Source: an optimization exercise on an open RTL-to-GDS flow (aim: small area, a short achievable clock period and few clock cycles per item). Production flows keep margins and buffers that such runs may drop. In this exercise RTL edits were held to simulation tests only and were not proved equivalent to the original.

==> module coreTop, before the edit <==
module coreTop (
    input  logic                    clk,
    input  logic                    rst,
    input  logic                    instrValid,
    input  logic [31:0]             instr,
    output logic                    instrCredit,
    output logic                    resValid,
    output logic [4:0]              resDest,
    output logic [32-1:0] resData
);
    logic [5:0]  opcode;
    logic [4:0]  rd, rs, rt;
    logic [10:0] funct;
    assign opcode = instr[31:26];
    assign rd     = instr[25:21];
    assign rs     = instr[20:16];
    assign rt     = instr[15:11];
    assign funct  = instr[10:0];
    logic isReg, isAddi, isLui;
    logic dAdd, dSub, dAnd, dOr, dXor, dSlt;
    logic dArith, dKnown, rdLive;
    assign isReg  = (opcode == 6'h00);
    assign isAddi = (opcode == 6'h08);
    assign isLui  = (opcode == 6'h0f);
    assign dAdd   = isReg && (funct == 11'h020);
    assign dSub   = isReg && (funct == 11'h022);
    assign dAnd   = isReg && (funct == 11'h024);
    assign dOr    = isReg && (funct == 11'h025);
    assign dXor   = isReg && (funct == 11'h026);
    assign dSlt   = isReg && (funct == 11'h02a);
    assign dArith = dAdd || dSub || isAddi || isLui;    
    assign dKnown = dArith || dAnd || dOr || dXor || dSlt;
    assign rdLive = (rd != 5'd0);
    logic                    irValid, exValid, wbValid;
    logic [4:0]              irDest, exDest;
    logic                    useS, useT;
    logic                    dFwdS, dFwdT, dWbS, dWbT;
    logic [15:0]             dSelS, dSelT;
    function automatic logic live(input logic [4:0] r);
        live = (r != 5'd0) && (r[4] == 1'b0 || r[3:0] == 4'd0);
    endfunction
    assign useS  = !isLui && live(rs);
    assign useT  = !(isLui || isAddi) && live(rt);
    assign dFwdS = useS && irValid && (irDest == rs);
    assign dFwdT = useT && irValid && (irDest == rt);
    assign dWbS  = useS && exValid && (exDest == rs) && !dFwdS;
    assign dWbT  = useT && exValid && (exDest == rt) && !dFwdT;
    always_comb begin
        for (int i = 0; i < 16; i++) begin
            dSelS[i] = useS && !dFwdS && !dWbS && (rs[3:0] == 4'(i));
            dSelT[i] = useT && !dFwdT && !dWbT && (rt[3:0] == 4'(i));
        end
    end
    logic                    irArith, irSub, irAnd, irOr, irXor, irSlt;
    logic                    irImm, irLui;
    logic                    irFwdS, irFwdT, irWbS, irWbT;
    logic [15:0]             irSelS, irSelT;
    logic [15:0]             irImmVal;
    always_ff @(posedge clk or posedge rst) begin
        if (rst) begin
            irValid     <= 1'b0;
            instrCredit <= 1'b0;
        end else begin
            irValid     <= instrValid;
            instrCredit <= instrValid;  
        end
    end
    always_ff @(posedge clk) begin
        irDest   <= dKnown ? rd : 5'd0;
        irArith  <= dArith && rdLive;
        irSub    <= dSub || dSlt;
        irAnd    <= dAnd && rdLive;
        irOr     <= dOr && rdLive;
        irXor    <= dXor && rdLive;
        irSlt    <= dSlt && rdLive;
        irLui    <= isLui;
        irImm    <= isLui || isAddi;
        irFwdS   <= dFwdS;
        irFwdT   <= dFwdT;
        irWbS    <= dWbS;
        irWbT    <= dWbT;
        irSelS   <= dSelS;
        irSelT   <= dSelT;
        irImmVal <= instr[15:0];
    end
    logic [32-1:0] aluResult;
    logic [32-1:0] bankS, bankT;
    logic [32-1:0] nextA, nextB, immExt;
    logic                    wbWrite;
    regBank bank_i (
        .clk     (clk),
        .rst     (rst),
        .wrEn    (wbWrite),
        .wrIdx   (resDest[3:0]),
        .wrData  (resData),
        .rdSel1  (irSelS),
        .rdSel2  (irSelT),
        .rdData1 (bankS),
        .rdData2 (bankT)
    );
    assign immExt = irLui ? {irImmVal, 16'h0000} : {{16{irImmVal[15]}}, irImmVal};
    assign nextA = bankS | ({32{irFwdS}} & aluResult)
                         | ({32{irWbS}} & resData);
    assign nextB = (bankT | ({32{irFwdT}} & aluResult)
                          | ({32{irWbT}} & resData)
                          | ({32{irImm}} & immExt))
                 ^ {32{irSub}};
    logic                    exArith, exSub, exAnd, exOr, exXor, exSlt;
    logic [32-1:0] opA, opB;
    always_ff @(posedge clk or posedge rst) begin
        if (rst) begin
            exValid <= 1'b0;
        end else begin
            exValid <= irValid;
        end
    end
    always_ff @(posedge clk) begin
        exDest  <= irDest;
        exArith <= irArith;
        exSub   <= irSub;
        exAnd   <= irAnd;
        exOr    <= irOr;
        exXor   <= irXor;
        exSlt   <= irSlt;
        opA     <= nextA;
        opB     <= nextB;
    end
    logic [32:0]   sumC;
    logic [32-1:0] sum;
    logic                    less;
    assign sumC = {opA, 1'b1} + {opB, exSub};
    assign sum  = sumC[32:1];
    assign less = (opA[31] == opB[31]) ? opA[31] : sum[31];
    assign aluResult = ({32{exArith}} & sum)
                     | ({32{exAnd}} & (opA & opB))
                     | ({32{exOr}}  & (opA | opB))
                     | ({32{exXor}} & (opA ^ opB))
                     | 32'(exSlt && less);
    always_ff @(posedge clk or posedge rst) begin
        if (rst) begin
            wbValid <= 1'b0;
        end else begin
            wbValid <= exValid;
        end
    end
    always_ff @(posedge clk) begin
        resDest <= exDest;
        resData <= aluResult;
    end
    assign resValid = wbValid;
    assign wbWrite  = wbValid && live(resDest);
endmodule
clock: 5.0 ns
lec_check: 0
cap_margin: 20
core_margin: 2
core_utilization: 40
setup_slack_margin: 2.5
slew_margin: 20
tns_end_percent: 20
standard.sh (not shown) runs the stock make flow with config.mk's settings and CLKGATE_MAP_FILE= SYNTH_SCRIPT=/design/flow/synth_recipe.tcl, a recipe that flattens the netlist after the stock synthesis.
==> flow/flow/run.sh <==
#!/bin/bash
# Standard layout, with the port buffers made from buf_4 cells instead of
# the buffer_ports default, so the input and output paths are not slowed by
# delay cells.
set -o pipefail
cp standard.sh standard.sh.txt
export BUFFER_PORTS_ARGS="-buffer_cell sky130_fd_sc_hd__buf_4"
bash standard.sh > standard.log 2>&1
Testbench counts at the start, summed over its fixed seeds: cycles 24,016, items 24,000.
Change:
--- a/flow/design.v
+++ b/flow/design.v
@@ -164,11 +164,20 @@
         opA     <= nextA;
         opB     <= nextB;
     end
-    logic [32:0]   sumC;
     logic [32-1:0] sum;
     logic                    less;
-    assign sumC = {opA, 1'b1} + {opB, exSub};
-    assign sum  = sumC[32:1];
+    logic [32:0] gen, prop;
+    always_comb begin
+        gen  = {opA & opB, exSub};
+        prop = {opA ^ opB, 1'b0};
+        for (int d = 1; d <= 32; d = d * 2) begin
+            for (int i = 32; i >= d; i--) begin
+                gen[i]  = gen[i] | (prop[i] & gen[i - d]);
+                prop[i] = prop[i] & prop[i - d];
+            end
+        end
+    end
+    assign sum = (opA ^ opB) ^ gen[32-1:0];
     assign less = (opA[31] == opB[31]) ? opA[31] : sum[31];
     assign aluResult = ({32{exArith}} & sum)
                      | ({32{exAnd}} & (opA & opB))
=> The new run finished clean. Final cell count goes down by 1.2%. Clock-buffer cell count goes down by 2. Synthesized cell count goes down by 1.2%. Utilization barely changes. Cell area goes down by 1.4%. Sequential share of layout area goes up by 0.67 points.
Testbench counts after the change, summed over its fixed seeds: cycles 24,016, items 24,000.

==> afterwards: timing with drivers on the ports <==
The results above use ideal ports. As a check the final layouts listed here were re-extracted and re-timed, cells and wires unchanged. Step 1, drivers: a clkbuf_16 drives clk and a buf_2 each remaining input, both assumed. Step 2 moves the port delays by t, midway between the first and last clock arrival at a register: inputs arrive t later, outputs are due t later. That takes back most of the time a late clock gives input paths. a / b / c = ideal ports / drivers / drivers and shift; a / b = the first two.
run	t (ns)	setup WS [ns]	slew at the worst register clock pin (ns)
the first run	0.710	2.103 / 2.103 / 1.943	0.07 / 0.07
the second run	0.697	2.109 / 2.109 / 2.109	0.07 / 0.07
After both steps every run listed still meets setup and hold. The setup slack of the first run, which loses most, moves by 0.000 ns with the drivers and by -0.160 ns with both steps.
